What follows belongs to an exercise in optimizing a design on an open flow for small area, a short achievable clock period and few clock cycles per item; a production flow would make more cautious choices.
At most, simulation tests tie the RTL to the original design; equivalence was not proved.
Only the layout flow was run in runs 1 and 2; the RTL was not checked for function there.
No activity file was given, so power comes from the tool's default toggle rates.

File: flow/design.v
module power_calc (
    input  logic        clk,
    input  logic        rst,
    input  logic        in_valid,
    input  logic [19:0] in_data_1,
    input  logic [2:0]  in_data_2,
    output logic        busy,
    output logic        out_valid,
    output logic [59:0] out_data
);
    logic [19:0] b_r;        
    logic [9:0]  a_r;        
    logic [2:0]  j_r;        
    logic [2:0]  rem_r;      
    logic        act_r;      
    logic        first_r;    
    logic        small_r;    
    logic        kzero_r;    
    logic        gate_r;     
    logic        stall_r;    
    logic        bsmall_r;   
    logic [2:0]  nlast_r;    
    logic        busy_r;
    logic [9:0]  ls_r;       
    logic [9:0]  lc_r;       
    logic [19:0] cs_r;       
    logic [19:0] cc_r;       
    logic        co_r;       
    logic        cv_r;       
    logic [2:0]  cj_r;       
    logic        clast_r;    
    logic        cfin_r;     
    logic        ckz_r;      
    logic [59:0] acc_r;      
    logic        ov_r;
    logic [29:0] ts, tc;     
    logic [10:0] lo;         
    logic [19:0] hi;         
    logic [9:0]  wlo;        
    logic [19:0] whi;
    logic        last;
    logic        run;
    logic        tcyc;       
    logic        fin;
    logic        take;
    logic [59:0] view;       
    logic [9:0]  a_nxt;      
    logic [9:0]  a_base;     
    logic        a_lo;       
    logic        a_hi;       
    power_calc_csa u_csa (
        .a  (a_r),
        .b  (b_r),
        .cs (gate_r ? cs_r : 20'd0),
        .cc (gate_r ? cc_r : 20'd0),
        .s  (ts),
        .c  (tc)
    );
    logic [11:0] lo_x;
    logic [19:0] hi0;
    logic [20:0] hi1_x;
    assign lo_x  = {1'b0, ls_r, co_r} + {1'b0, lc_r, co_r};
    assign lo    = lo_x[11:1];
    assign hi0   = cs_r + cc_r;
    assign hi1_x = {cs_r, 1'b1} + {cc_r, 1'b1};
    assign hi    = lo[10] ? hi1_x[20:1] : hi0;
    assign wlo   = ckz_r ? 10'd0 : lo[9:0];
    assign whi   = ckz_r ? 20'd1 : hi;
    always_comb begin
        view = acc_r;
        if (cv_r) begin
            for (int i = 0; i < 6; i++) begin
                if (cj_r != 3'd0 && i == int'(cj_r) - 1) view[10*i +: 10] = wlo;
                if (clast_r && i == int'(cj_r))           view[10*i +: 10] = whi[9:0];
                if (clast_r && i == int'(cj_r) + 1)       view[10*i +: 10] = whi[19:10];
                if (clast_r && i > int'(cj_r) + 1)        view[10*i +: 10] = 10'd0;
            end
        end
    end
    assign last = (j_r == 3'd0) ? bsmall_r : (first_r | (j_r == nlast_r));
    assign tcyc = act_r & ~stall_r;
    assign run  = tcyc & ~small_r;
    assign fin  = tcyc & (small_r | (last & (rem_r == 3'd1)));
    assign take = in_valid & ~busy_r;
    always_comb begin
        if (first_r) begin
            a_nxt = b_r[19:10];
        end else begin
            case (j_r)
                3'd0:    a_nxt = acc_r[19:10];
                3'd1:    a_nxt = acc_r[29:20];
                3'd2:    a_nxt = acc_r[39:30];
                default: a_nxt = acc_r[49:40];
            endcase
        end
    end
    always_comb begin
        a_lo   = 1'b0;
        a_hi   = 1'b0;
        a_base = a_nxt;
        if (stall_r) begin
            a_lo = (cj_r == 3'd1);
            a_hi = (cj_r == 3'd0);
        end else if (last) begin
            a_base = acc_r[9:0];
            a_lo   = cv_r & (cj_r == 3'd1);
        end else begin
            a_lo   = cv_r & ~first_r & (j_r == 3'd0) & (cj_r == 3'd2);
        end
    end
    logic        act_nt, stall_nt, first_nt, last_nt, busy_nt, busy_new;
    logic [2:0]  j_nt, rem_nt, nlast_nt;
    assign act_nt   = act_r & ~fin;
    assign stall_nt = run & last & (rem_r != 3'd1) & (j_r[2:1] == 2'd0);
    assign j_nt     = run ? (last ? 3'd0 : j_r + 3'd1) : j_r;
    assign first_nt = first_r & ~(run & last);
    assign rem_nt   = (run & last) ? rem_r - 3'd1 : rem_r;
    logic        top;        
    assign top      = lo[10] ? |hi1_x[20:11] : |hi0[19:10];
    assign nlast_nt = (cv_r & clast_r) ? cj_r + {2'd0, top} : nlast_r;
    assign last_nt  = (j_nt == 3'd0) ? bsmall_r
                    : (first_nt | (~(cv_r & clast_r) & (j_nt == nlast_r)));
    assign busy_nt  = act_nt & (stall_nt | ~last_nt | (rem_nt != 3'd1));
    assign busy_new = ~((in_data_2 < 3'd2) | ((in_data_2 == 3'd2) & ~|in_data_1[19:10]));
    always_ff @(posedge clk) begin
        if (rst) begin
            act_r   <= 1'b0;
            stall_r <= 1'b0;
            busy_r  <= 1'b0;
            cv_r    <= 1'b0;
            co_r    <= 1'b0;
            ov_r    <= 1'b0;
        end else begin
            ov_r    <= cv_r & cfin_r;
            cv_r    <= tcyc;
            co_r    <= cv_r & ~clast_r & lo[10];
            stall_r <= stall_nt;
            act_r   <= take | act_nt;
            busy_r  <= take ? busy_new : busy_nt;
        end
    end
    always_ff @(posedge clk) begin
        if (cv_r) acc_r <= view;
        nlast_r <= nlast_nt;
        ls_r    <= ts[9:0];
        lc_r    <= tc[9:0];
        cs_r    <= ts[29:10];
        cc_r    <= tc[29:10];
        cj_r    <= small_r ? 3'd1 : j_r;
        clast_r <= small_r | last;
        cfin_r  <= small_r | (last & (rem_r == 3'd1));
        ckz_r   <= small_r & kzero_r;
        a_r     <= take ? ((in_data_2 < 3'd2) ? 10'd1 : in_data_1[9:0])
                        : (a_lo ? lo[9:0] : (a_hi ? hi[9:0] : a_base));
        j_r     <= j_nt;
        gate_r  <= (j_nt != 3'd0);
        first_r <= first_nt;
        rem_r   <= rem_nt;
        if (take) begin
            b_r      <= in_data_1;
            bsmall_r <= ~|in_data_1[19:10];
            j_r      <= 3'd0;
            gate_r   <= 1'b0;
            first_r  <= 1'b1;
            small_r  <= in_data_2 < 3'd2;
            kzero_r  <= in_data_2 == 3'd0;
            rem_r    <= (in_data_2 > 3'd5) ? 3'd4 : in_data_2 - 3'd1;
        end
    end
    assign busy      = busy_r;
    assign out_valid = ov_r;
    assign out_data  = acc_r;
endmodule
module power_calc_csa (
    input  logic [9:0]  a,
    input  logic [19:0] b,
    input  logic [19:0] cs,
    input  logic [19:0] cc,
    output logic [29:0] s,
    output logic [29:0] c
);
    logic [19:0] pp [10];
    always_comb begin
        for (int i = 0; i < 10; i++) pp[i] = b & {20{a[i]}};
    end
    logic w1;
    logic w2;
    logic w3;
    logic w4;
    logic w5;
    logic w6;
    logic w7;
    logic w8;
    logic w9;
    logic w10;
    logic w11;
    logic w12;
    logic w13;
    logic w14;
    logic w15;
    logic w16;
    logic w17;
    logic w18;
    logic w19;
    logic w20;
    logic w21;
    logic w22;
    logic w23;
    logic w24;
    logic w25;
    logic w26;
    logic w27;
    logic w28;
    logic w29;
    logic w30;
    logic w31;
    logic w32;
    logic w33;
    logic w34;
    logic w35;
    logic w36;
    logic w37;
    logic w38;
    logic w39;
    logic w40;
    logic w41;
    logic w42;
    logic w43;
    logic w44;
    logic w45;
    logic w46;
    logic w47;
    logic w48;
    logic w49;
    logic w50;
    logic w51;
    logic w52;
    logic w53;
    logic w54;
    logic w55;
    logic w56;
    logic w57;
    logic w58;
    logic w59;
    logic w60;
    logic w61;
    logic w62;
    logic w63;
    logic w64;
    logic w65;
    logic w66;
    logic w67;
    logic w68;
    logic w69;
    logic w70;
    logic w71;
    logic w72;
    logic w73;
    logic w74;
    logic w75;
    logic w76;
    logic w77;
    logic w78;
    logic w79;
    logic w80;
    logic w81;
    logic w82;
    logic w83;
    logic w84;
    logic w85;
    logic w86;
    logic w87;
    logic w88;
    logic w89;
    logic w90;
    logic w91;
    logic w92;
    logic w93;
    logic w94;
    logic w95;
    logic w96;
    logic w97;
    logic w98;
    logic w99;
    logic w100;
    logic w101;
    logic w102;
    logic w103;
    logic w104;
    logic w105;
    logic w106;
    logic w107;
    logic w108;
    logic w109;
    logic w110;
    logic w111;
    logic w112;
    logic w113;
    logic w114;
    logic w115;
    logic w116;
    logic w117;
    logic w118;
    logic w119;
    logic w120;
    logic w121;
    logic w122;
    logic w123;
    logic w124;
    logic w125;
    logic w126;
    logic w127;
    logic w128;
    logic w129;
    logic w130;
    logic w131;
    logic w132;
    logic w133;
    logic w134;
    logic w135;
    logic w136;
    logic w137;
    logic w138;
    logic w139;
    logic w140;
    logic w141;
    logic w142;
    logic w143;
    logic w144;
    logic w145;
    logic w146;
    logic w147;
    logic w148;
    logic w149;
    logic w150;
    logic w151;
    logic w152;
    logic w153;
    logic w154;
    logic w155;
    logic w156;
    logic w157;
    logic w158;
    logic w159;
    logic w160;
    logic w161;
    logic w162;
    logic w163;
    logic w164;
    logic w165;
    logic w166;
    logic w167;
    logic w168;
    logic w169;
    logic w170;
    logic w171;
    logic w172;
    logic w173;
    logic w174;
    logic w175;
    logic w176;
    logic w177;
    logic w178;
    logic w179;
    logic w180;
    logic w181;
    logic w182;
    logic w183;
    logic w184;
    logic w185;
    logic w186;
    logic w187;
    logic w188;
    logic w189;
    logic w190;
    logic w191;
    logic w192;
    logic w193;
    logic w194;
    logic w195;
    logic w196;
    logic w197;
    logic w198;
    logic w199;
    logic w200;
    logic w201;
    logic w202;
    logic w203;
    logic w204;
    logic w205;
    logic w206;
    logic w207;
    logic w208;
    logic w209;
    logic w210;
    logic w211;
    logic w212;
    logic w213;
    logic w214;
    logic w215;
    logic w216;
    logic w217;
    logic w218;
    logic w219;
    logic w220;
    logic w221;
    logic w222;
    logic w223;
    logic w224;
    logic w225;
    logic w226;
    logic w227;
    logic w228;
    logic w229;
    logic w230;
    logic w231;
    logic w232;
    logic w233;
    logic w234;
    logic w235;
    logic w236;
    logic w237;
    logic w238;
    logic w239;
    logic w240;
    logic w241;
    logic w242;
    logic w243;
    logic w244;
    logic w245;
    logic w246;
    logic w247;
    logic w248;
    logic w249;
    logic w250;
    logic w251;
    logic w252;
    logic w253;
    logic w254;
    logic w255;
    logic w256;
    logic w257;
    logic w258;
    logic w259;
    logic w260;
    logic w261;
    logic w262;
    logic w263;
    logic w264;
    logic w265;
    logic w266;
    logic w267;
    logic w268;
    logic w269;
    logic w270;
    logic w271;
    logic w272;
    logic w273;
    logic w274;
    logic w275;
    logic w276;
    logic w277;
    logic w278;
    logic w279;
    logic w280;
    logic w281;
    logic w282;
    logic w283;
    logic w284;
    logic w285;
    logic w286;
    logic w287;
    logic w288;
    logic w289;
    logic w290;
    logic w291;
    logic w292;
    logic w293;
    logic w294;
    logic w295;
    logic w296;
    logic w297;
    logic w298;
    logic w299;
    logic w300;
    logic w301;
    logic w302;
    logic w303;
    logic w304;
    logic w305;
    logic w306;
    logic w307;
    logic w308;
    logic w309;
    logic w310;
    logic w311;
    logic w312;
    logic w313;
    logic w314;
    logic w315;
    logic w316;
    logic w317;
    logic w318;
    logic w319;
    logic w320;
    logic w321;
    logic w322;
    logic w323;
    logic w324;
    logic w325;
    logic w326;
    logic w327;
    logic w328;
    logic w329;
    logic w330;
    logic w331;
    logic w332;
    logic w333;
    logic w334;
    logic w335;
    logic w336;
    logic w337;
    logic w338;
    logic w339;
    logic w340;
    logic w341;
    logic w342;
    logic w343;
    logic w344;
    logic w345;
    logic w346;
    logic w347;
    logic w348;
    logic w349;
    logic w350;
    logic w351;
    logic w352;
    logic w353;
    logic w354;
    logic w355;
    logic w356;
    logic w357;
    logic w358;
    logic w359;
    logic w360;
    logic w361;
    logic w362;
    logic w363;
    logic w364;
    logic w365;
    logic w366;
    logic w367;
    logic w368;
    logic w369;
    logic w370;
    logic w371;
    logic w372;
    logic w373;
    logic w374;
    logic w375;
    logic w376;
    logic w377;
    logic w378;
    logic w379;
    logic w380;
    logic w381;
    logic w382;
    logic w383;
    logic w384;
    logic w385;
    logic w386;
    logic w387;
    logic w388;
    logic w389;
    logic w390;
    logic w391;
    logic w392;
    logic w393;
    logic w394;
    logic w395;
    logic w396;
    logic w397;
    logic w398;
    logic w399;
    logic w400;
    power_calc_ha u_w1 (.a(cs[7]), .b(cc[7]), .s(w1), .c(w2));
    power_calc_fa u_w3 (.a(cs[8]), .b(cc[8]), .ci(pp[0][8]), .s(w3), .c(w4));
    power_calc_ha u_w5 (.a(pp[1][7]), .b(pp[2][6]), .s(w5), .c(w6));
    power_calc_fa u_w7 (.a(cs[9]), .b(cc[9]), .ci(pp[0][9]), .s(w7), .c(w8));
    power_calc_fa u_w9 (.a(pp[1][8]), .b(pp[2][7]), .ci(pp[3][6]), .s(w9), .c(w10));
    power_calc_ha u_w11 (.a(pp[4][5]), .b(pp[5][4]), .s(w11), .c(w12));
    power_calc_fa u_w13 (.a(cs[10]), .b(cc[10]), .ci(pp[0][10]), .s(w13), .c(w14));
    power_calc_fa u_w15 (.a(pp[1][9]), .b(pp[2][8]), .ci(pp[3][7]), .s(w15), .c(w16));
    power_calc_fa u_w17 (.a(pp[4][6]), .b(pp[5][5]), .ci(pp[6][4]), .s(w17), .c(w18));
    power_calc_fa u_w19 (.a(cs[11]), .b(cc[11]), .ci(pp[0][11]), .s(w19), .c(w20));
    power_calc_fa u_w21 (.a(pp[1][10]), .b(pp[2][9]), .ci(pp[3][8]), .s(w21), .c(w22));
    power_calc_fa u_w23 (.a(pp[4][7]), .b(pp[5][6]), .ci(pp[6][5]), .s(w23), .c(w24));
    power_calc_fa u_w25 (.a(cs[12]), .b(cc[12]), .ci(pp[0][12]), .s(w25), .c(w26));
    power_calc_fa u_w27 (.a(pp[1][11]), .b(pp[2][10]), .ci(pp[3][9]), .s(w27), .c(w28));
    power_calc_fa u_w29 (.a(pp[4][8]), .b(pp[5][7]), .ci(pp[6][6]), .s(w29), .c(w30));
    power_calc_fa u_w31 (.a(cs[13]), .b(cc[13]), .ci(pp[0][13]), .s(w31), .c(w32));
    power_calc_fa u_w33 (.a(pp[1][12]), .b(pp[2][11]), .ci(pp[3][10]), .s(w33), .c(w34));
    power_calc_fa u_w35 (.a(pp[4][9]), .b(pp[5][8]), .ci(pp[6][7]), .s(w35), .c(w36));
    power_calc_fa u_w37 (.a(cs[14]), .b(cc[14]), .ci(pp[0][14]), .s(w37), .c(w38));
    power_calc_fa u_w39 (.a(pp[1][13]), .b(pp[2][12]), .ci(pp[3][11]), .s(w39), .c(w40));
    power_calc_fa u_w41 (.a(pp[4][10]), .b(pp[5][9]), .ci(pp[6][8]), .s(w41), .c(w42));
    power_calc_fa u_w43 (.a(cs[15]), .b(cc[15]), .ci(pp[0][15]), .s(w43), .c(w44));
    power_calc_fa u_w45 (.a(pp[1][14]), .b(pp[2][13]), .ci(pp[3][12]), .s(w45), .c(w46));
    power_calc_fa u_w47 (.a(pp[4][11]), .b(pp[5][10]), .ci(pp[6][9]), .s(w47), .c(w48));
    power_calc_fa u_w49 (.a(cs[16]), .b(cc[16]), .ci(pp[0][16]), .s(w49), .c(w50));
    power_calc_fa u_w51 (.a(pp[1][15]), .b(pp[2][14]), .ci(pp[3][13]), .s(w51), .c(w52));
    power_calc_fa u_w53 (.a(pp[4][12]), .b(pp[5][11]), .ci(pp[6][10]), .s(w53), .c(w54));
    power_calc_fa u_w55 (.a(cs[17]), .b(cc[17]), .ci(pp[0][17]), .s(w55), .c(w56));
    power_calc_fa u_w57 (.a(pp[1][16]), .b(pp[2][15]), .ci(pp[3][14]), .s(w57), .c(w58));
    power_calc_fa u_w59 (.a(pp[4][13]), .b(pp[5][12]), .ci(pp[6][11]), .s(w59), .c(w60));
    power_calc_fa u_w61 (.a(cs[18]), .b(cc[18]), .ci(pp[0][18]), .s(w61), .c(w62));
    power_calc_fa u_w63 (.a(pp[1][17]), .b(pp[2][16]), .ci(pp[3][15]), .s(w63), .c(w64));
    power_calc_fa u_w65 (.a(pp[4][14]), .b(pp[5][13]), .ci(pp[6][12]), .s(w65), .c(w66));
    power_calc_fa u_w67 (.a(cs[19]), .b(cc[19]), .ci(pp[0][19]), .s(w67), .c(w68));
    power_calc_fa u_w69 (.a(pp[1][18]), .b(pp[2][17]), .ci(pp[3][16]), .s(w69), .c(w70));
    power_calc_fa u_w71 (.a(pp[4][15]), .b(pp[5][14]), .ci(pp[6][13]), .s(w71), .c(w72));
    power_calc_fa u_w73 (.a(pp[1][19]), .b(pp[2][18]), .ci(pp[3][17]), .s(w73), .c(w74));
    power_calc_ha u_w75 (.a(pp[4][16]), .b(pp[5][15]), .s(w75), .c(w76));
    power_calc_ha u_w77 (.a(pp[2][19]), .b(pp[3][18]), .s(w77), .c(w78));
    power_calc_ha u_w79 (.a(cs[4]), .b(cc[4]), .s(w79), .c(w80));
    power_calc_fa u_w81 (.a(cs[5]), .b(cc[5]), .ci(pp[0][5]), .s(w81), .c(w82));
    power_calc_ha u_w83 (.a(pp[1][4]), .b(pp[2][3]), .s(w83), .c(w84));
    power_calc_fa u_w85 (.a(cs[6]), .b(cc[6]), .ci(pp[0][6]), .s(w85), .c(w86));
    power_calc_fa u_w87 (.a(pp[1][5]), .b(pp[2][4]), .ci(pp[3][3]), .s(w87), .c(w88));
    power_calc_ha u_w89 (.a(pp[4][2]), .b(pp[5][1]), .s(w89), .c(w90));
    power_calc_fa u_w91 (.a(pp[0][7]), .b(pp[1][6]), .ci(pp[2][5]), .s(w91), .c(w92));
    power_calc_fa u_w93 (.a(pp[3][4]), .b(pp[4][3]), .ci(pp[5][2]), .s(w93), .c(w94));
    power_calc_fa u_w95 (.a(pp[6][1]), .b(pp[7][0]), .ci(w1), .s(w95), .c(w96));
    power_calc_fa u_w97 (.a(pp[3][5]), .b(pp[4][4]), .ci(pp[5][3]), .s(w97), .c(w98));
    power_calc_fa u_w99 (.a(pp[6][2]), .b(pp[7][1]), .ci(pp[8][0]), .s(w99), .c(w100));
    power_calc_fa u_w101 (.a(w2), .b(w5), .ci(w3), .s(w101), .c(w102));
    power_calc_fa u_w103 (.a(pp[6][3]), .b(pp[7][2]), .ci(pp[8][1]), .s(w103), .c(w104));
    power_calc_fa u_w105 (.a(pp[9][0]), .b(w6), .ci(w11), .s(w105), .c(w106));
    power_calc_fa u_w107 (.a(w4), .b(w7), .ci(w9), .s(w107), .c(w108));
    power_calc_fa u_w109 (.a(pp[7][3]), .b(pp[8][2]), .ci(pp[9][1]), .s(w109), .c(w110));
    power_calc_fa u_w111 (.a(w12), .b(w8), .ci(w10), .s(w111), .c(w112));
    power_calc_fa u_w113 (.a(w13), .b(w15), .ci(w17), .s(w113), .c(w114));
    power_calc_fa u_w115 (.a(pp[7][4]), .b(pp[8][3]), .ci(pp[9][2]), .s(w115), .c(w116));
    power_calc_fa u_w117 (.a(w14), .b(w16), .ci(w18), .s(w117), .c(w118));
    power_calc_fa u_w119 (.a(w19), .b(w21), .ci(w23), .s(w119), .c(w120));
    power_calc_fa u_w121 (.a(pp[7][5]), .b(pp[8][4]), .ci(pp[9][3]), .s(w121), .c(w122));
    power_calc_fa u_w123 (.a(w20), .b(w22), .ci(w24), .s(w123), .c(w124));
    power_calc_fa u_w125 (.a(w25), .b(w27), .ci(w29), .s(w125), .c(w126));
    power_calc_fa u_w127 (.a(pp[7][6]), .b(pp[8][5]), .ci(pp[9][4]), .s(w127), .c(w128));
    power_calc_fa u_w129 (.a(w26), .b(w28), .ci(w30), .s(w129), .c(w130));
    power_calc_fa u_w131 (.a(w31), .b(w33), .ci(w35), .s(w131), .c(w132));
    power_calc_fa u_w133 (.a(pp[7][7]), .b(pp[8][6]), .ci(pp[9][5]), .s(w133), .c(w134));
    power_calc_fa u_w135 (.a(w32), .b(w34), .ci(w36), .s(w135), .c(w136));
    power_calc_fa u_w137 (.a(w37), .b(w39), .ci(w41), .s(w137), .c(w138));
    power_calc_fa u_w139 (.a(pp[7][8]), .b(pp[8][7]), .ci(pp[9][6]), .s(w139), .c(w140));
    power_calc_fa u_w141 (.a(w38), .b(w40), .ci(w42), .s(w141), .c(w142));
    power_calc_fa u_w143 (.a(w43), .b(w45), .ci(w47), .s(w143), .c(w144));
    power_calc_fa u_w145 (.a(pp[7][9]), .b(pp[8][8]), .ci(pp[9][7]), .s(w145), .c(w146));
    power_calc_fa u_w147 (.a(w44), .b(w46), .ci(w48), .s(w147), .c(w148));
    power_calc_fa u_w149 (.a(w49), .b(w51), .ci(w53), .s(w149), .c(w150));
    power_calc_fa u_w151 (.a(pp[7][10]), .b(pp[8][9]), .ci(pp[9][8]), .s(w151), .c(w152));
    power_calc_fa u_w153 (.a(w50), .b(w52), .ci(w54), .s(w153), .c(w154));
    power_calc_fa u_w155 (.a(w55), .b(w57), .ci(w59), .s(w155), .c(w156));
    power_calc_fa u_w157 (.a(pp[7][11]), .b(pp[8][10]), .ci(pp[9][9]), .s(w157), .c(w158));
    power_calc_fa u_w159 (.a(w56), .b(w58), .ci(w60), .s(w159), .c(w160));
    power_calc_fa u_w161 (.a(w61), .b(w63), .ci(w65), .s(w161), .c(w162));
    power_calc_fa u_w163 (.a(pp[7][12]), .b(pp[8][11]), .ci(pp[9][10]), .s(w163), .c(w164));
    power_calc_fa u_w165 (.a(w62), .b(w64), .ci(w66), .s(w165), .c(w166));
    power_calc_fa u_w167 (.a(w67), .b(w69), .ci(w71), .s(w167), .c(w168));
    power_calc_fa u_w169 (.a(pp[6][14]), .b(pp[7][13]), .ci(pp[8][12]), .s(w169), .c(w170));
    power_calc_fa u_w171 (.a(pp[9][11]), .b(w75), .ci(w68), .s(w171), .c(w172));
    power_calc_fa u_w173 (.a(w70), .b(w72), .ci(w73), .s(w173), .c(w174));
    power_calc_fa u_w175 (.a(pp[4][17]), .b(pp[5][16]), .ci(pp[6][15]), .s(w175), .c(w176));
    power_calc_fa u_w177 (.a(pp[7][14]), .b(pp[8][13]), .ci(pp[9][12]), .s(w177), .c(w178));
    power_calc_fa u_w179 (.a(w76), .b(w77), .ci(w74), .s(w179), .c(w180));
    power_calc_fa u_w181 (.a(pp[3][19]), .b(pp[4][18]), .ci(pp[5][17]), .s(w181), .c(w182));
    power_calc_fa u_w183 (.a(pp[6][16]), .b(pp[7][15]), .ci(pp[8][14]), .s(w183), .c(w184));
    power_calc_ha u_w185 (.a(pp[9][13]), .b(w78), .s(w185), .c(w186));
    power_calc_fa u_w187 (.a(pp[4][19]), .b(pp[5][18]), .ci(pp[6][17]), .s(w187), .c(w188));
    power_calc_ha u_w189 (.a(pp[7][16]), .b(pp[8][15]), .s(w189), .c(w190));
    power_calc_ha u_w191 (.a(pp[5][19]), .b(pp[6][18]), .s(w191), .c(w192));
    power_calc_ha u_w193 (.a(cs[2]), .b(cc[2]), .s(w193), .c(w194));
    power_calc_fa u_w195 (.a(cs[3]), .b(cc[3]), .ci(pp[0][3]), .s(w195), .c(w196));
    power_calc_ha u_w197 (.a(pp[1][2]), .b(pp[2][1]), .s(w197), .c(w198));
    power_calc_fa u_w199 (.a(pp[0][4]), .b(pp[1][3]), .ci(pp[2][2]), .s(w199), .c(w200));
    power_calc_fa u_w201 (.a(pp[3][1]), .b(pp[4][0]), .ci(w79), .s(w201), .c(w202));
    power_calc_fa u_w203 (.a(pp[3][2]), .b(pp[4][1]), .ci(pp[5][0]), .s(w203), .c(w204));
    power_calc_fa u_w205 (.a(w80), .b(w83), .ci(w81), .s(w205), .c(w206));
    power_calc_fa u_w207 (.a(pp[6][0]), .b(w84), .ci(w89), .s(w207), .c(w208));
    power_calc_fa u_w209 (.a(w82), .b(w85), .ci(w87), .s(w209), .c(w210));
    power_calc_fa u_w211 (.a(w90), .b(w86), .ci(w88), .s(w211), .c(w212));
    power_calc_fa u_w213 (.a(w91), .b(w93), .ci(w95), .s(w213), .c(w214));
    power_calc_fa u_w215 (.a(w92), .b(w94), .ci(w96), .s(w215), .c(w216));
    power_calc_fa u_w217 (.a(w97), .b(w99), .ci(w101), .s(w217), .c(w218));
    power_calc_fa u_w219 (.a(w98), .b(w100), .ci(w103), .s(w219), .c(w220));
    power_calc_fa u_w221 (.a(w105), .b(w102), .ci(w107), .s(w221), .c(w222));
    power_calc_fa u_w223 (.a(w104), .b(w109), .ci(w106), .s(w223), .c(w224));
    power_calc_fa u_w225 (.a(w108), .b(w111), .ci(w113), .s(w225), .c(w226));
    power_calc_fa u_w227 (.a(w110), .b(w115), .ci(w112), .s(w227), .c(w228));
    power_calc_fa u_w229 (.a(w114), .b(w117), .ci(w119), .s(w229), .c(w230));
    power_calc_fa u_w231 (.a(w116), .b(w121), .ci(w118), .s(w231), .c(w232));
    power_calc_fa u_w233 (.a(w120), .b(w123), .ci(w125), .s(w233), .c(w234));
    power_calc_fa u_w235 (.a(w122), .b(w127), .ci(w124), .s(w235), .c(w236));
    power_calc_fa u_w237 (.a(w126), .b(w129), .ci(w131), .s(w237), .c(w238));
    power_calc_fa u_w239 (.a(w128), .b(w133), .ci(w130), .s(w239), .c(w240));
    power_calc_fa u_w241 (.a(w132), .b(w135), .ci(w137), .s(w241), .c(w242));
    power_calc_fa u_w243 (.a(w134), .b(w139), .ci(w136), .s(w243), .c(w244));
    power_calc_fa u_w245 (.a(w138), .b(w141), .ci(w143), .s(w245), .c(w246));
    power_calc_fa u_w247 (.a(w140), .b(w145), .ci(w142), .s(w247), .c(w248));
    power_calc_fa u_w249 (.a(w144), .b(w147), .ci(w149), .s(w249), .c(w250));
    power_calc_fa u_w251 (.a(w146), .b(w151), .ci(w148), .s(w251), .c(w252));
    power_calc_fa u_w253 (.a(w150), .b(w153), .ci(w155), .s(w253), .c(w254));
    power_calc_fa u_w255 (.a(w152), .b(w157), .ci(w154), .s(w255), .c(w256));
    power_calc_fa u_w257 (.a(w156), .b(w159), .ci(w161), .s(w257), .c(w258));
    power_calc_fa u_w259 (.a(w158), .b(w163), .ci(w160), .s(w259), .c(w260));
    power_calc_fa u_w261 (.a(w162), .b(w165), .ci(w167), .s(w261), .c(w262));
    power_calc_fa u_w263 (.a(w164), .b(w169), .ci(w166), .s(w263), .c(w264));
    power_calc_fa u_w265 (.a(w168), .b(w171), .ci(w173), .s(w265), .c(w266));
    power_calc_fa u_w267 (.a(w170), .b(w175), .ci(w177), .s(w267), .c(w268));
    power_calc_fa u_w269 (.a(w172), .b(w174), .ci(w179), .s(w269), .c(w270));
    power_calc_fa u_w271 (.a(w176), .b(w178), .ci(w181), .s(w271), .c(w272));
    power_calc_fa u_w273 (.a(w183), .b(w185), .ci(w180), .s(w273), .c(w274));
    power_calc_fa u_w275 (.a(pp[9][14]), .b(w189), .ci(w182), .s(w275), .c(w276));
    power_calc_fa u_w277 (.a(w184), .b(w186), .ci(w187), .s(w277), .c(w278));
    power_calc_fa u_w279 (.a(pp[7][17]), .b(pp[8][16]), .ci(pp[9][15]), .s(w279), .c(w280));
    power_calc_fa u_w281 (.a(w190), .b(w191), .ci(w188), .s(w281), .c(w282));
    power_calc_fa u_w283 (.a(pp[6][19]), .b(pp[7][18]), .ci(pp[8][17]), .s(w283), .c(w284));
    power_calc_ha u_w285 (.a(pp[9][16]), .b(w192), .s(w285), .c(w286));
    power_calc_ha u_w287 (.a(pp[7][19]), .b(pp[8][18]), .s(w287), .c(w288));
    power_calc_ha u_w289 (.a(cs[1]), .b(cc[1]), .s(w289), .c(w290));
    power_calc_fa u_w291 (.a(pp[0][2]), .b(pp[1][1]), .ci(pp[2][0]), .s(w291), .c(w292));
    power_calc_fa u_w293 (.a(pp[3][0]), .b(w194), .ci(w197), .s(w293), .c(w294));
    power_calc_fa u_w295 (.a(w198), .b(w196), .ci(w199), .s(w295), .c(w296));
    power_calc_fa u_w297 (.a(w200), .b(w202), .ci(w203), .s(w297), .c(w298));
    power_calc_fa u_w299 (.a(w204), .b(w207), .ci(w206), .s(w299), .c(w300));
    power_calc_fa u_w301 (.a(w208), .b(w210), .ci(w211), .s(w301), .c(w302));
    power_calc_fa u_w303 (.a(w212), .b(w214), .ci(w215), .s(w303), .c(w304));
    power_calc_fa u_w305 (.a(w216), .b(w219), .ci(w218), .s(w305), .c(w306));
    power_calc_fa u_w307 (.a(w220), .b(w223), .ci(w222), .s(w307), .c(w308));
    power_calc_fa u_w309 (.a(w224), .b(w227), .ci(w226), .s(w309), .c(w310));
    power_calc_fa u_w311 (.a(w228), .b(w231), .ci(w230), .s(w311), .c(w312));
    power_calc_fa u_w313 (.a(w232), .b(w235), .ci(w234), .s(w313), .c(w314));
    power_calc_fa u_w315 (.a(w236), .b(w239), .ci(w238), .s(w315), .c(w316));
    power_calc_fa u_w317 (.a(w240), .b(w243), .ci(w242), .s(w317), .c(w318));
    power_calc_fa u_w319 (.a(w244), .b(w247), .ci(w246), .s(w319), .c(w320));
    power_calc_fa u_w321 (.a(w248), .b(w251), .ci(w250), .s(w321), .c(w322));
    power_calc_fa u_w323 (.a(w252), .b(w255), .ci(w254), .s(w323), .c(w324));
    power_calc_fa u_w325 (.a(w256), .b(w259), .ci(w258), .s(w325), .c(w326));
    power_calc_fa u_w327 (.a(w260), .b(w263), .ci(w262), .s(w327), .c(w328));
    power_calc_fa u_w329 (.a(w267), .b(w264), .ci(w266), .s(w329), .c(w330));
    power_calc_fa u_w331 (.a(w268), .b(w271), .ci(w270), .s(w331), .c(w332));
    power_calc_fa u_w333 (.a(w272), .b(w275), .ci(w277), .s(w333), .c(w334));
    power_calc_fa u_w335 (.a(w279), .b(w276), .ci(w278), .s(w335), .c(w336));
    power_calc_fa u_w337 (.a(w280), .b(w283), .ci(w285), .s(w337), .c(w338));
    power_calc_fa u_w339 (.a(pp[9][17]), .b(w287), .ci(w284), .s(w339), .c(w340));
    power_calc_ha u_w341 (.a(pp[8][19]), .b(pp[9][18]), .s(w341), .c(w342));
    power_calc_ha u_w343 (.a(cs[0]), .b(cc[0]), .s(w343), .c(w344));
    power_calc_fa u_w345 (.a(pp[0][1]), .b(pp[1][0]), .ci(w289), .s(w345), .c(w346));
    power_calc_fa u_w347 (.a(w290), .b(w193), .ci(w291), .s(w347), .c(w348));
    power_calc_fa u_w349 (.a(w292), .b(w195), .ci(w293), .s(w349), .c(w350));
    power_calc_fa u_w351 (.a(w201), .b(w294), .ci(w295), .s(w351), .c(w352));
    power_calc_fa u_w353 (.a(w296), .b(w297), .ci(w205), .s(w353), .c(w354));
    power_calc_fa u_w355 (.a(w298), .b(w209), .ci(w299), .s(w355), .c(w356));
    power_calc_fa u_w357 (.a(w213), .b(w300), .ci(w301), .s(w357), .c(w358));
    power_calc_fa u_w359 (.a(w302), .b(w303), .ci(w217), .s(w359), .c(w360));
    power_calc_fa u_w361 (.a(w304), .b(w221), .ci(w305), .s(w361), .c(w362));
    power_calc_fa u_w363 (.a(w225), .b(w306), .ci(w307), .s(w363), .c(w364));
    power_calc_fa u_w365 (.a(w229), .b(w308), .ci(w309), .s(w365), .c(w366));
    power_calc_fa u_w367 (.a(w233), .b(w310), .ci(w311), .s(w367), .c(w368));
    power_calc_fa u_w369 (.a(w237), .b(w312), .ci(w313), .s(w369), .c(w370));
    power_calc_fa u_w371 (.a(w241), .b(w314), .ci(w315), .s(w371), .c(w372));
    power_calc_fa u_w373 (.a(w245), .b(w316), .ci(w317), .s(w373), .c(w374));
    power_calc_fa u_w375 (.a(w249), .b(w318), .ci(w319), .s(w375), .c(w376));
    power_calc_fa u_w377 (.a(w253), .b(w320), .ci(w321), .s(w377), .c(w378));
    power_calc_fa u_w379 (.a(w257), .b(w322), .ci(w323), .s(w379), .c(w380));
    power_calc_fa u_w381 (.a(w261), .b(w324), .ci(w325), .s(w381), .c(w382));
    power_calc_fa u_w383 (.a(w265), .b(w326), .ci(w327), .s(w383), .c(w384));
    power_calc_fa u_w385 (.a(w269), .b(w328), .ci(w329), .s(w385), .c(w386));
    power_calc_fa u_w387 (.a(w273), .b(w330), .ci(w331), .s(w387), .c(w388));
    power_calc_fa u_w389 (.a(w274), .b(w333), .ci(w332), .s(w389), .c(w390));
    power_calc_fa u_w391 (.a(w281), .b(w334), .ci(w335), .s(w391), .c(w392));
    power_calc_fa u_w393 (.a(w282), .b(w337), .ci(w336), .s(w393), .c(w394));
    power_calc_fa u_w395 (.a(w286), .b(w339), .ci(w338), .s(w395), .c(w396));
    power_calc_fa u_w397 (.a(w288), .b(w341), .ci(w340), .s(w397), .c(w398));
    power_calc_ha u_w399 (.a(pp[9][19]), .b(w342), .s(w399), .c(w400));
    assign s[0] = pp[0][0];
    assign c[0] = w343;
    assign s[1] = w344;
    assign c[1] = w345;
    assign s[2] = w346;
    assign c[2] = w347;
    assign s[3] = w348;
    assign c[3] = w349;
    assign s[4] = w350;
    assign c[4] = w351;
    assign s[5] = w352;
    assign c[5] = w353;
    assign s[6] = w354;
    assign c[6] = w355;
    assign s[7] = w356;
    assign c[7] = w357;
    assign s[8] = w358;
    assign c[8] = w359;
    assign s[9] = w360;
    assign c[9] = w361;
    assign s[10] = w362;
    assign c[10] = w363;
    assign s[11] = w364;
    assign c[11] = w365;
    assign s[12] = w366;
    assign c[12] = w367;
    assign s[13] = w368;
    assign c[13] = w369;
    assign s[14] = w370;
    assign c[14] = w371;
    assign s[15] = w372;
    assign c[15] = w373;
    assign s[16] = w374;
    assign c[16] = w375;
    assign s[17] = w376;
    assign c[17] = w377;
    assign s[18] = w378;
    assign c[18] = w379;
    assign s[19] = w380;
    assign c[19] = w381;
    assign s[20] = w382;
    assign c[20] = w383;
    assign s[21] = w384;
    assign c[21] = w385;
    assign s[22] = w386;
    assign c[22] = w387;
    assign s[23] = w388;
    assign c[23] = w389;
    assign s[24] = w391;
    assign c[24] = w390;
    assign s[25] = w392;
    assign c[25] = w393;
    assign s[26] = w395;
    assign c[26] = w394;
    assign s[27] = w397;
    assign c[27] = w396;
    assign s[28] = w399;
    assign c[28] = w398;
    assign s[29] = w400;
    assign c[29] = 1'b0;
endmodule
module power_calc_fa (input logic a, input logic b, input logic ci,
                      output logic s, output logic c);
    assign s = a ^ b ^ ci;
    assign c = (a & b) | (a & ci) | (b & ci);
endmodule
module power_calc_ha (input logic a, input logic b,
                      output logic s, output logic c);
    assign s = a ^ b;
    assign c = a & b;
endmodule
File: flow/flow/run.sh
#!/bin/bash
set -euo pipefail
bash standard.sh SETUP_SLACK_MARGIN=6.5 "BUFFER_PORTS_ARGS=-buffer_cell sky130_fd_sc_hd__buf_1" finish > standard_flow.log 2>&1
File: flow/standard.sh
#!/bin/bash
# synth_recipe.tcl (not shown) runs the flow's synth.tcl, then flattens the netlist and writes it again
# the make line also repeats each setting of config.mk as NAME=value (left out here)
make -C /OpenROAD-flow-scripts/flow DESIGN_CONFIG=/design/flow/config.mk WORK_HOME=/design/flow/orfs CLKGATE_MAP_FILE= SYNTH_SCRIPT=/design/flow/synth_recipe.tcl "${@:-finish}"
File: flow/config.mk
export PLATFORM = sky130hd
export DESIGN_NAME = power_calc
export DESIGN_NICKNAME = power_calc
export VERILOG_FILES = /design/flow/design.v
export SDC_FILE = /design/flow/constraint.sdc
export NUM_CORES = 4
export LEC_CHECK = 0
export CAP_MARGIN = 20
export CORE_MARGIN = 2
export CORE_UTILIZATION = 40
export SLEW_MARGIN = 20
export SYNTH_HIERARCHICAL = 1
export SYNTH_MINIMUM_KEEP_SIZE = 0
File: flow/constraint.sdc
create_clock -name core_clock -period 10.0 [get_ports {clk}]
set_input_delay 2.0000 -clock core_clock [delete_from_list [all_inputs] [get_ports {clk}]]
set_output_delay 2.0000 -clock core_clock [all_outputs]
set_load 0.01 [all_outputs]
==> results of run 1 <==
[cells in the mapped netlist (16+ instances only)]
library cell | number | area [um^2]
and2_1 | 161 | 1010
and2_2 | 88 | 661
a211oi_1 | 16 | 120
nand2_1 | 90 | 338
nor3_1 | 36 | 180
clkbuf_1 | 59 | 221
o211ai_1 | 16 | 120
inv_1 | 30 | 113
xnor2_1 | 26 | 228
buf_6 | 18 | 203
dfxtp_1 | 90 | 1800
a21oi_1 | 84 | 420
mux2i_1 | 17 | 170
nand3_1 | 21 | 105
buf_4 | 60 | 450
edfxtp_1 | 86 | 2580
ha_1 | 69 | 863
fa_1 | 184 | 3680
nor2_1 | 116 | 435
a22oi_1 | 16 | 120
xor2_1 | 20 | 175
o21ai_0 | 77 | 385
[worst register-to-register path, cell delays in order, from the launching register on]
cell and delay (ps):
dfxtp_1 340, ha_2 460, nand4_1 250, o21a_1 290, o211ai_1 220, xnor2_1 160, or3b_2 490, nor4_2 260
o2bb2ai_1 140, a22oi_1 140, ha_1 230, ha_1 190, xor2_1 140
[cell usage in the layout, fill, tap and decap left out, types with 18 or more instances in the layout]
cell | synthesis | routed
buf_4 | 60 | 45
nor3_1 | 36 | 33
nand2_1 | 90 | 87
a21oi_1 | 84 | 74
ha_1 | 69 | 54
nor2_1 | 116 | 112
o21ai_0 | 77 | 71
clkbuf_16 | 0 | 18
buf_1 | 2 | 87
inv_1 | 30 | 30
and2_1 | 161 | 161
xnor2_1 | 26 | 21
and2_2 | 88 | 88
edfxtp_1 | 86 | 86
fa_1 | 184 | 183
nand3_1 | 21 | 21
dfxtp_1 | 90 | 77
[timing repair]
action | 4_1_cts | 5_1_grt
pin swaps | 3 | 7
buffers inserted | 4 | 29
endpoints found under the setup margin | 90 | 87
gates resized for setup | 45 | 49
[layout make-up]
type	instances	area, um^2	share of cell area
clock buffer	18	450	0.0258
clock inverter	14	153	0.00875
sequential	176	4400	0.253
tap	525	657	0.0377
timing repair buffer	134	696	0.0399
inverter	30	113	0.00646
multi-input combinational	1239	11000	0.629
[layer usage]
metal | up-vias | part of all wire | global-route usage | wire [um]
li1 | 5444 | - | - | -
met1 | 6050 | 0.43 | 0.322 | 20800
met2 | 516 | 0.46 | 0.370 | 22300
met3 | 97 | 0.084 | 0.0578 | 4120
met4 | 2 | 0.034 | 0.0933 | 1690
met5 | - | 0.00016 | 0.00476 | 8
[cell families (layout without fill, tap and decap cells)]
family                   Yosys count  in the layout  share of synthesized area
XOR/XNOR                          46             46                     0.0252
AND/OR/NAND/NOR                  592            592                      0.204
other                              1              1                   0.000235
adder cells (fa/ha/maj)          253            253                      0.285
AO/OA/AOI/OAI                    321            321                      0.131
flip-flops                       176            176                      0.275
buffers and inverters            173            196                     0.0636
multiplexers                      26             26                     0.0170
[modules after synthesis, one instance, submodules excluded]
module,times used,area [um^2],flops+latches
power_calc,1,10100,176
power_calc_csa,1,2030,0
power_calc_fa,181,20.0,0
power_calc_ha,19,12.5,0
[flip-flops by register name, indices dropped and copies added (netlist names), 3 cells and up]
name	count
acc_r	60
b_r	20
cc_r	20
cs_r	20
a_r	10
lc_r	10
ls_r	10
cj_r	3
j_r	3
nlast_r	3
rem_r	3
[power groups by stage]
stage / logic (mW) / clock network [mW] / registers [mW]
2_1_floorplan: 2.88 / 0 / 1.07
3_3_place_gp: 3.44 / 0 / 1.17
3_5_place_dp: 3.48 / 0 / 1.17
4_1_cts: 3.60 / 0.721 / 1.16
5_1_grt: 4.22 / 0.751 / 1.19
6_report: 3.91 / 0.714 / 1.17
[per-stage QoR]
step | util | std cells | area, um^2
6_report | 0.441 | 2136 | 17400
5_1_grt | 0.441 | 2136 | 17400
4_1_cts | 0.428 | 2107 | 16900
3_5_place_dp | 0.408 | 2071 | 16200
3_3_place_gp | 0.408 | 2071 | 16200
2_1_floorplan | - | 1588 | 16000
[final timing paths]
kind | endpoint | slack [ps]
min reg2reg | ckz_r | 450
min | ckz_r | 450
max reg2reg | nlast_r[2] | 6440
max | nlast_r[2] | 6440
==> summary.txt, run 1 <==
Final layout
The synthesis-to-finish area growth is 9.23%. After the last flow step, the layout net total stands at 1,877. The number of antenna diodes in the final layout is 0.

The fraction of layout instances using a drive strength above 1 is 0.163. The number of fillers in the final layout is 3,810.

Worst setup path
The maximum fanout along the worst path is 7. For this design, the slowest cell found on the critical path is or3b_2. At the worst endpoint, the arrival time is about 3700 ps.

The sort of element at the end of the critical path is a flop. STA classifies the critical path startpoint as a flop. The critical path is of the flop to flop type. The largest single stage delay on the critical path is ~490 ps. The critical path's top delay family is simple AND/OR/NAND/NOR gates. The worst register-to-register path has a depth of 12. STA puts the critical path data required time at a little over 10,000 ps. The startpoint of the worst setup timing path is cc_r[7]. The cell that appears most often on the critical path is ha_1.

The startpoint identified for the worst register-to-register timing path is cc_r[7]. Together, buffers and inverters on the worst path number 0. The critical path goes through ha_2 > nand4_1 > o21a_1 > o211ai_1 > xnor2_1 > or3b_2 > nor4_2 > o2bb2ai_1 > a22oi_1 > ha_1 > ha_1 > xor2_1. Counting buffers and inverters, the worst setup path is 12 cells deep.

Routing
The violation count after the first detailed-route iteration is between 1,000 and 1,500. The total routed wirelength is ~49,000 um. The average via count per standard cell is roughly 5.7. The number of vias after detailed routing is roughly 12,000. The count of nets left with antenna violations once routing finished came out at 0. In the routed design, unresolved DRC markers number 0. Dividing the detail-routed wire length by the instance count gives 22.9 um.

The total iterations of the first detailed-routing run is 6.

Clocking
The number of buffers created by CTS is 17. The level count of the clock H-tree is 4. The tree built by TritonCTS fans out to around 180 sinks. After clock tree synthesis, the clock-pin slew on the worst setup and hold paths is approximately 90 ps. The maximum count of clock buffers along a single path is 2. The clock insertion delay at the later pin of the skew report is roughly 460 ps.

The number of buffers inserted for hold repair after clock tree synthesis is 0. TritonCTS built the clock tree. CTS placed an instance of clkbuf_16 at the clock tree root.

Synth
The synthesis warning total is 10. The post-synthesis cell count is 1,588. The flip-flop and latch count after synthesis is roughly 180. Synthesis instantiated a little under 70 different standard cells from the library. Counting flops with a built-in enable in the synthesized netlist gives 86. The number of nets handed over by synthesis was around 1,900.

Of the synthesized area, sequential elements account for 0.275. The mapped netlist covers between 15,000 and 20,000 um^2. The most common flop cell mapped by yosys is dfxtp_1. After synthesis, the share of flip-flops with an asynchronous set or reset is 0.

The average cell area after synthesis is 10.1 um^2.

GRT
After global routing the overflow that remains totals 0. Across every metal layer, demand over resource in global routing totals 0.239. The number of antenna violations at the first check in global routing came to 2. The number of global-route vias before repair is 12,200.

Entering global routing, the biggest net connects 58 pins. The first global-routing pass estimated roughly 74,000 um of wire.

Power and ir drop
For this design the static power due to leakage is approximately 7.0 nW. Total power for the finished layout comes to between 5 and 6 mW. The fraction of power spent switching nets is 0.507. The cell area power density is approximately 330 nW/um^2. The worst-case IR drop observed on VDD is 196 uV. The combinational group share of total power is 0.675. The clock group share of total power is 0.123. The internal cell power is 2.85 mW. The analysis attributes to net switching a power of between 2 and 3 mW. The sequential group share of total power is 0.202.

Timing
The number of max-slew violations in the final report is 0. Static timing analysis puts the maximum clock frequency at ~0.28 GHz. The final hold violation count is 0. Setup violations remaining at the end of the flow were counted as 0. The final critical delay including setup and external delays is 3560 ps. The worst slack on hold paths is between 400 and 500 ps. Setup repair after global routing could not meet its margin everywhere.

The maximum clock skew at final layout is between 20 and 30 ps. After layout, the worst setup slack is roughly 6400 ps. The final critical-path share of the clock period is 0.356.

The transition time at the pin with the least slew margin is 1100 ps. Headroom to the max-slew limit came out at 0.265. Setup total negative slack on the finished layout was measured at 0 ps.

Min path
The worst min-delay path category is flop to flop. Along the worst hold path, the cell count comes to 1. The startpoint of the tightest hold check path is kzero_r.

Floorplanning
The die covers about 42,000 um^2. The die height is 204 um. The die is 204 um wide. 88 I/O pins were placed. The initial core utilization is 0.404.

The core area is a little under 40,000 um^2. The floorplan has between 70 and 80 rows.

Placement
The count of buffers added on input and output ports is 87. The estimated wirelength of the detail-placed design is about 37,000 um. Prior to clock tree synthesis, the placed netlist has a worst setup slack of 6180 ps. The congestion estimate from routability-driven global placement came to around 1.

Flow run
The number of violations of the max-capacitance limit is 0.

Run status
The run finished with no timing, DRC or antenna violations.
==> run 2, diff against run 1 <==
==> flow/flow/run.sh (replaced) <==
#!/bin/bash
set -euo pipefail
bash standard.sh SETUP_SLACK_MARGIN=6.5 "BUFFER_PORTS_ARGS=-buffer_cell sky130_fd_sc_hd__buf_2" finish > standard_flow.log 2>&1
==> run 2 against run 1 <==
  * Wire length fell by 0.34%
  * Clock skew fell by 5.5 ps
  * Count of clock-buffer cells in the layout did not move
  * Critical endpoint unchanged
  * Maximum frequency rose by 2.9%
  * Highest routed layer is now met4
  * Non-clock buffer count fell by 2
==> summary.txt, run 2 <==
Run status
The flow ran to the end and the layout has no timing, DRC or antenna violations.

Worst setup path
The destination of the worst register-to-register timing path is nlast_r[2]. The critical path capture point is nlast_r[2]. The worst setup path is launched from a flop. The worst register-to-register path has a setup slack of 6540 ps. The arrival time of the worst setup path is between 3000 and 4000 ps.

Data on the critical path is required at its endpoint by between 10,000 and 15,000 ps. The startpoint of the worst setup timing path is cc_r[11]. STA classifies the critical path endpoint as a flop. The startpoint identified for the worst register-to-register timing path is cc_r[11].

The worst setup path category is flop to flop. The length in cells of the worst reg-to-reg path is 12. The maximum fanout along the worst path is 5.

Final layout
At the end of the flow, the number of nets in the layout was between 1,500 and 2,000. The commonest non-fill, non-tap cell in the layout is fa_1. The share of the core filled with cells in the final layout is 0.444. In the layout the commonest cells are fa_1, and2_1, nor2_1. acc_r holds more flip-flops than any other register. The register with the most flip-flops in the layout has 60 of them. The number of antenna diodes in the final layout is 0. In the final layout, the share of cells above drive strength 1 is 0.216. The area growth from synthesis to layout is 9.97%. The number of standard cells in the final layout excluding fillers is ~2,100. The number of fillers in the final layout is around 3,700.

Clocking
For the worst-skew pair, the clock arrives at the later sink with an insertion delay of 450 ps. The number of sinks handled by clock tree synthesis is roughly 180. The number of buffers created by CTS is 17. The clock-pin transition on the worst setup and hold timing paths is 70 ps. TritonCTS built the clock tree. The H-tree generated during clock tree synthesis spans 4 levels. Counting along the longest clock path gives a buffer depth of 2. The master cell of the clock root buffer is clkbuf_16.

Routing
The first TritonRoute pass finished after 7 iterations. The first routing iteration left about 1,000 violations. The average via count per standard cell is approximately 5.7.

For this run, design rule violations remaining after detail routing come to 0. The residual antenna-violating net count after detailed routing is 0. Dividing the detail-routed wire length by the instance count gives about 23 um. Detailed routing inserted a total of roughly 12,000 vias.

The total routed wirelength is 48,800 um.

Placement
The count of buffers inserted at the top-level ports is 87. Once detailed placement completed, the half-perimeter wirelength came to 37,000 um. The final weighted congestion in routability-driven placement is 0.960. The number of cells after detailed placement is between 2,000 and 2,500.

GRT
Entering global routing, the biggest net connects 58 pins. The number of antenna violations at the first check in global routing is 1. Global routing finished with a remaining overflow of 0.

The first global-routing pass estimated ~74,000 um of wire. The total global routing track utilization is 0.238. The number of global-route vias before repair is 12,100.

Synth
The share of synthesized flip-flops with an asynchronous set or reset is 0. Counting every net in the synthesized netlist gives approximately 1,900. The flip-flop and latch count after synthesis is about 180. The number of unique standard cell types used by synthesis is between 60 and 70. Counting flops with a built-in enable in the synthesized netlist gives between 80 and 90. The synthesized design spends more area on one cell type than any other, namely fa_1. Of the post-synthesis cell area, the dominant cell type holds 0.231.

The most used flip-flop cell after synthesis is dfxtp_1. After synthesis the cells add up to approximately 16,000 um^2. The cell with the most instances after synthesis is fa_1. The Yosys step of the flow raised 10 warnings. Synthesis produced about 1,600 cells.

Dividing the synthesized area by the synthesized cell count gives 10.1 um^2. The commonest cells after synthesis are fa_1, and2_1, nor2_1. Of the synthesized area, sequential elements account for 0.275.

Ranked by total cell area, the synthesized netlist is headed by fa_1, edfxtp_1, dfxtp_1.

Timing
Setup repair after global routing could not meet its margin everywhere. Static timing analysis puts the maximum clock frequency at approximately 0.29 GHz. The number of max-slew violations in the final report came to 0. Across the routed clock network, the largest skew measured is slightly above 20 ps. The smallest clock period supported by the final layout is computed as 3460 ps. In the finished design, the share of the clock period the worst path needs comes to 0.346.

The normalized max-slew margin is 0.197. The final hold violation count came to 0. At the pin with the least slew margin, the transition time is around 1200 ps. The number of setup violations in the final report is 0. The summed negative setup slack over all endpoints is 0 ps.

Floorplanning
The initial utilization of the core area, before any placement, comes to 0.404. The die is 204 um wide. The die area is slightly above 40,000 um^2. The number of top-level pins is 88. The die height is between 200 and 250 um. The core area is 39,500 um^2. The number of placement rows is 73.

Min path
The min-delay analysis places its worst path in the category flop to flop.

Power and ir drop
The leakage power figure is slightly above 7 nW. The cell area power density is 331 nW/um^2. The total design power is 5.82 mW.

The worst IR drop on VDD is slightly above 200 uV.

Flow run
The tool flagged a number of max-cap violations equal to 0.
## run 2: cell types whose count changed in the layout (fill, tap and decap cells not counted), moves of 3 or more
cell,before,now
buf_1,87,0
o21ai_1,6,3
dfxtp_1,77,74
dfxtp_2,12,15
ha_4,10,15
ha_2,5,0
inv_8,5,0
buf_2,0,87
## run 2: timing repair
item,4_1_cts,5_1_grt
pin swaps,2,10
gates resized for setup,57,44
setup endpoints to repair,98,85
buffers inserted,6,27
hold buffers,0,0
## run 2: modules after synthesis, one instance, submodules excluded
| module | cell area, um^2 | cells | flip-flops and latches |
|---|---|---|---|
| power_calc | 10100 | 1107 | 176 |
| power_calc_csa | 2030 | 281 | 0 |
| power_calc_fa | 20.0 | 1 | 0 |
| power_calc_ha | 12.5 | 1 | 0 |
## run 2: final cells by class
class	instances	area [um^2]	area share
multi-input combinational	1239	11000	0.628
timing repair buffer	132	777	0.0443
clock inverter	14	154	0.00877
clock buffer	18	429	0.0244
inverter	30	113	0.00641
sequential	176	4410	0.251
tap	525	657	0.0374
## run 2: through the flow
step	worst slack [ps]	hold slack, ps	cell area, um^2
2_1_floorplan	6600	426	16000
3_3_place_gp	6160	439	16200
3_5_place_dp	6110	444	16200
4_1_cts	6480	459	17100
5_1_grt	6390	471	17600
6_report	6540	454	17600
## run 2: power by group
part | total, mW | leakage [nW] | internal, mW | switching, mW
combinational | 3.96 | 5.39 | 1.54 | 2.41
clock | 0.685 | 0.280 | 0.372 | 0.313
sequential | 1.18 | 1.56 | 0.988 | 0.190
## run 2: kinds of logic after synthesis
kind of cell,count (synthesis),share of synthesized area
AOI/OAI and AO/OA,321,0.131
xor gates and xnor gates,46,0.0252
adders and majority gates,253,0.285
buffers and inverters,173,0.0636
DFF,176,0.275
muxes,26,0.0170
other,1,0.000235
and+or+nand+nor,592,0.204
## run 2: metal layers
| metal | GRT usage | wire [um] | up-vias |
|---|---|---|---|
| li1 | - | - | 5443 |
| met1 | 0.339 | 21700 | 6111 |
| met2 | 0.372 | 22300 | 505 |
| met3 | 0.0407 | 3630 | 76 |
| met4 | 0.0714 | 1180 | 0 |
| met5 | 0 | 0 | - |
## run 2: worst min path at each step
stage                  from    end  slack (ps)  depth (start not counted)
global route         cfin_r   ov_r         470                          1
global placement    kzero_r  ckz_r         440                          1
CTS                 kzero_r  ckz_r         460                          1
detailed placement  kzero_r  ckz_r         440                          1
floorplan           kzero_r  ckz_r         430                          1
finish              kzero_r  ckz_r         450                          1
## run 2: critical path, cell delays in order (launching register included)
cell and delay (ps):
dfxtp_1 400, ha_4 250, a211oi_1 300, o21ai_0 270
nor4b_1 410, o21ai_0 140, a21o_1 210, or3_1 340
o22ai_1 160, a22oi_1 170, ha_1 230, ha_1 190
xor2_1 140
==> run 3, diff against run 2 <==
--- a/flow/design.v
+++ b/flow/design.v
@@ -58,10 +58,8 @@
     );
-    logic [11:0] lo_x;
-    logic [19:0] hi0;
-    logic [20:0] hi1_x;
-    assign lo_x  = {1'b0, ls_r, co_r} + {1'b0, lc_r, co_r};
-    assign lo    = lo_x[11:1];
-    assign hi0   = cs_r + cc_r;
-    assign hi1_x = {cs_r, 1'b1} + {cc_r, 1'b1};
-    assign hi    = lo[10] ? hi1_x[20:1] : hi0;
+    logic [30:0] sum_x;
+    logic [29:0] sum;
+    assign sum_x = {cs_r, ls_r, co_r} + {cc_r, lc_r, co_r};
+    assign sum   = sum_x[30:1];
+    assign lo  = {sum[10] ^ cs_r[0] ^ cc_r[0], sum[9:0]};
+    assign hi  = sum[29:10];
     assign wlo   = ckz_r ? 10'd0 : lo[9:0];
@@ -118,3 +116,3 @@
     logic        top;        
-    assign top      = lo[10] ? |hi1_x[20:11] : |hi0[19:10];
+    assign top      = |hi[19:10];
     assign nlast_nt = (cv_r & clast_r) ? cj_r + {2'd0, top} : nlast_r;
--- a/flow/config.mk
+++ b/flow/config.mk
@@ -7,2 +7,3 @@
 export LEC_CHECK = 0
+export ABC_AREA = 1
 export CAP_MARGIN = 20
==> run 3 against run 2 <==
  * Clock skew rose by 1.9 ps
  * Flip-flop and latch count did not move
  * Core utilization fell by 1.7 points
  * Synthesized area rose by 4.1%
  * Count of clock-buffer cells in the layout fell by 1
  * Total power fell by 7.7%
  * Global-route usage rose by 0.96 points
  * Clock power fell by 1%
  * Maximum frequency rose by 0.93%
  * Critical path depth fell by 5
  * Design area fell by 0.57%
==> summary.txt, run 3 <==
Floorplanning
For this configuration, the core starts out at a cell density of 0.406. The floorplan step defined a die boundary enclosing ~43,000 um^2. From bottom edge to top edge, the die measures ~210 um. The number of top-level pins is slightly below 90.

The number of placement rows is 74. The floorplan step defined a core boundary enclosing just over 40,000 um^2. The die is between 200 and 250 um wide.

Worst setup path
The slowest stage of the critical path belongs to the cell edfxtp_1. On the worst path, the slowest cell contributes a delay of 780 ps. The maximum fanout along the worst path is 11. STA puts the critical path data arrival time at between 3000 and 4000 ps.

STA puts the critical path data required time at 10,330 ps. The reg-to-reg critical path startpoint is b_r[14]. In this run the critical register-to-register path is captured at cc_r[6]. By startpoint and endpoint, the worst setup path is classified as flop to flop.

STA classifies the critical path startpoint as a flop. By instance count, the cell type seen most on the critical path is fa_1. Together, buffers and inverters on the worst path number 1.

The critical path goes through nand2_1 > inv_1 > fa_1 > fa_1 > fa_1 > fa_1 > fa_1. Across all register-to-register paths, the minimum setup slack is 6570 ps. The sort of element at the end of the critical path is a flop. The critical path's top delay family is adder cells. For the worst flop-to-flop path, the logic depth is 7.

Final layout
The commonest non-fill, non-tap cell in the layout is nand2_1. The area taken by flip-flops and latches is 4400 um^2. The net count reported at finish is around 2,300. Fill cells in the final layout number between 4,000 and 5,000. The flip-flop count of the largest register, all copies and words added is 60. The fraction of layout instances using a drive strength above 1 is 0.111.

In the layout the commonest cells are nand2_1, inv_1, fa_1. The share of the core filled with cells in the final layout is 0.427. From synthesis to final layout, the design area changed by 5.00%. The antenna cell count is 0. Summing all multi-input logic gate instances after layout gives 9790 um^2. Ranked by flip-flop count, first place goes to acc_r.

Routing
Once detail routing completed, the nets flagged for antenna violations numbered 0. The count of unresolved DRC violations after routing is 0. After the first detailed-routing iteration, the DRC count stood at between 1,000 and 1,500.

After detailed routing, the number of vias per cell comes to 5.22. The average wire per cell in the routed design is between 20 and 25 um. The total iterations of the first detailed-routing run is 5.

The number of vias after detailed routing is approximately 13,000. The total routed wirelength is about 53,000 um.

Synth
A synthesized cell averages 8.18 um^2. The multiplexer fraction of the synthesized cell area is 0. Of the total synthesized cell area, the portion taken by XOR and XNOR cells is 0.0114. The number of nets produced by synthesis is between 2,000 and 2,500.

The number of unique standard cell types used by synthesis is 53. The post-synthesis cell count is slightly above 2,000. For this run, the leading register cell type out of synthesis is dfxtp_1.

The share of the Yosys chip area taken by registers is 0.264. The share of synthesized area in the top cell type comes to 0.219. Ranked by total cell area, the synthesized netlist is headed by fa_1, edfxtp_1, nand2_1.

Of the total synthesized cell area, the portion taken by AND, OR, NAND and NOR gates is 0.219. The share of synthesized flip-flops with an asynchronous set or reset is 0. During synthesis, Yosys emitted a total of 10 warnings. By count the netlist is led by nand2_1, inv_1, fa_1. The largest area contributor in the netlist is fa_1. The total standard cell area after synthesis is around 17,000 um^2. After synthesis, the largest family of logic cells by area is adder cells. The adder and majority gate portion of the synthesized area is 0.270. The flip-flop and latch count after synthesis is ~180. Yosys instantiated no cell more often than nand2_1. Yosys mapped a number of flops with a built-in enable equal to 86. The compound-cell area share of the yosys netlist is 0.0860.

Min path
The depth of the worst hold-timing path is 2. The worst hold path endpoint is ckz_r. The startpoint of the tightest hold check path is kzero_r. The worst min-delay path category is flop to flop.

Run status
The run finished with no timing, DRC or antenna violations.

Timing
The upper clock frequency limit is just under 0.3 GHz. Setup repair after global routing could not meet its margin everywhere. The final critical delay including setup and external delays is 3430 ps. The final hold violation count is 0. Of the available clock period, the critical path in the final layout requires 0.343. The transition time at the pin with the least slew margin is approximately 1100 ps. In this run the tightest slew margin relative to its limit is 0.276.

Setup violations remaining at the end of the flow were counted as 0. In the final timing run, aggregate negative setup slack is 0 ps. The number of max-slew violations in the final report is 0.

The maximum clock skew at final layout is between 20 and 25 ps.

Clocking
TritonCTS built the clock tree. CTS built an H-tree with a depth of 4. The maximum count of clock buffers along a single path is 2.

The clock-pin transition on the worst setup and hold timing paths is ~80 ps. Clock tree synthesis found a total of about 180 sinks. The clock insertion delay at the later pin of the skew report is 460 ps. The tree is rooted in a clkbuf_16. The number of buffers created by CTS is 17.

GRT
The total global routing track utilization is 0.248. For this run the aggregate overflow at the end of global routing stands at 0. The wire length of the first global-routing pass is between 80,000 and 90,000 um.

The number of antenna violations at the first check in global routing is 1. The number of global-route vias before repair is 13,600. The maximum number of pins on one net before global-route repair is just over 40.

Placement
The estimated wirelength of the detail-placed design is 41,100 um. Routability-driven placement finished with a final weighted congestion of between 0.9 and 1. The count of buffers inserted at the top-level ports is 87.

Power and ir drop
In this run the static leakage power is between 9 and 10 nW. VDD sags by at most around 180 uV. Total power for the finished layout comes to approximately 5.4 mW. For this design the ratio of total power to cell area is around 300 nW/um^2.

Flow run
The number of violations of the max-capacitance limit is 0.
==> run 3: power breakdown <==
| group | switching, mW | internal (mW) | total [mW] |
|---|---|---|---|
| logic | 2.31 | 1.19 | 3.50 |
| registers | 0.200 | 0.993 | 1.19 |
| clock network | 0.342 | 0.335 | 0.677 |
| total | 2.85 | 2.52 | 5.37 |
==> run 3: worst max-delay path by stage <==
| stage | start | end | cells past startpoint |
|---|---|---|---|
| after global routing | in_valid | busy_r | 7 |
| after floorplan | in_valid | b_r[0] | 3 |
| after global placement | in_valid | busy_r | 7 |
| after detailed placement | in_valid | busy_r | 7 |
| after CTS | in_valid | busy_r | 7 |
| final | b_r[14] | cc_r[6] | 7 |
==> run 3: repair_timing <==
item / in CTS / in global routing
hold buffers: 0 / 0
gates resized for setup: 7 / 9
setup buffers: 0 / 12
cloned: 1 / 0
setup endpoints to repair: 46 / 42
pin swaps: 1 / 3
==> run 3: cell type report <==
type,instances,area share
multi-input combinational,1356,0.561
sequential,176,0.252
inverter,371,0.0798
tap,532,0.0381
timing repair buffer,106,0.0353
clock buffer,17,0.0244
clock inverter,15,0.00961
==> run 3: worst register-to-register path: stages, from the launching register on <==
cell and delay, ps:
edfxtp_1 780, nand2_1 110, inv_1 100, fa_1 460, fa_1 460, fa_1 450
fa_1 530, fa_1 420
==> run 3: stage by stage <==
| step | hold slack (ps) | std cells | cell area [um^2] | setup slack (ps) |
|---|---|---|---|---|
| 6_report | 459 | 2573 | 17500 | 6570 |
| 5_1_grt | 482 | 2573 | 17500 | 6480 |
| 4_1_cts | 458 | 2560 | 17300 | 6460 |
| 3_5_place_dp | 437 | 2527 | 16700 | 5700 |
| 3_3_place_gp | 439 | 2527 | 16700 | 5760 |
| 2_1_floorplan | 403 | 2033 | 16600 | 6590 |
==> run 3: cells by family (layout without fill, tap and decap cells) <==
logic type,after synthesis,count (layout)
AOI/OAI and AO/OA,245,245
xor gates and xnor gates,20,20
adders and majority gates,249,249
buffers and inverters,502,509
DFF,176,176
other,1,1
and+or+nand+nor,840,841
==> run 3: layer usage <==
| layer | up-vias | wire [um] | GRT usage |
|---|---|---|---|
| met1 | 6568 | 23300 | 0.346 |
| met3 | 106 | 3670 | 0.0408 |
| met5 | - | 16 | 0 |
| li1 | 6233 | - | - |
| met2 | 514 | 24100 | 0.390 |
| met4 | 2 | 1710 | 0.0883 |
==> run 3: modules after synthesis (local to each module, per instance) <==
module          cells inside  flip-flops and latches  cell area, um^2
power_calc_fa              1                       0             20.0
power_calc              1332                     176            10300
power_calc_ha              1                       0             12.5
power_calc_csa           501                       0             2470
Testbench counts of run 3, summed over its fixed seeds: cycles 12,967, items 1,920.

[port drivers added, routing unchanged]
In the flow no input, the clock included, has a driving cell. The finished layouts below were timed again as built, in two steps.
Step 1: set_driving_cell puts a clkbuf_16 on clk and a buf_2 on each other input, an assumption about the parent block.
Step 2 adds t to the input delays and takes it off the output delays; t is the mean of the earliest and latest rising clock arrival at the registers after step 1. Input paths then give back, and output paths get back, about the clock's delay inside the block.
Three values: ideal, step 1, step 2; two values: the first two.
run | shift t [ns] | setup WS [ns] | worst setup path after step 2 | slew at the worst register clock pin (ns) | worst slew at a driven data input, ns
run 1 | 0.499 | 6.442 / 6.442 / 6.091 | input to register | 0.09 / 0.09 | 0.03
run 2 | 0.495 | 6.542 / 6.542 / 6.423 | input to register | 0.08 / 0.08 | 0.04
run 3 | 0.502 | 6.574 / 6.574 / 6.222 | input to register | 0.09 / 0.09 | 0.03
After both steps every run listed still meets setup and hold. The setup slack of run 3, which loses most, moves by 0.000 ns with the drivers and by -0.352 ns with both steps.
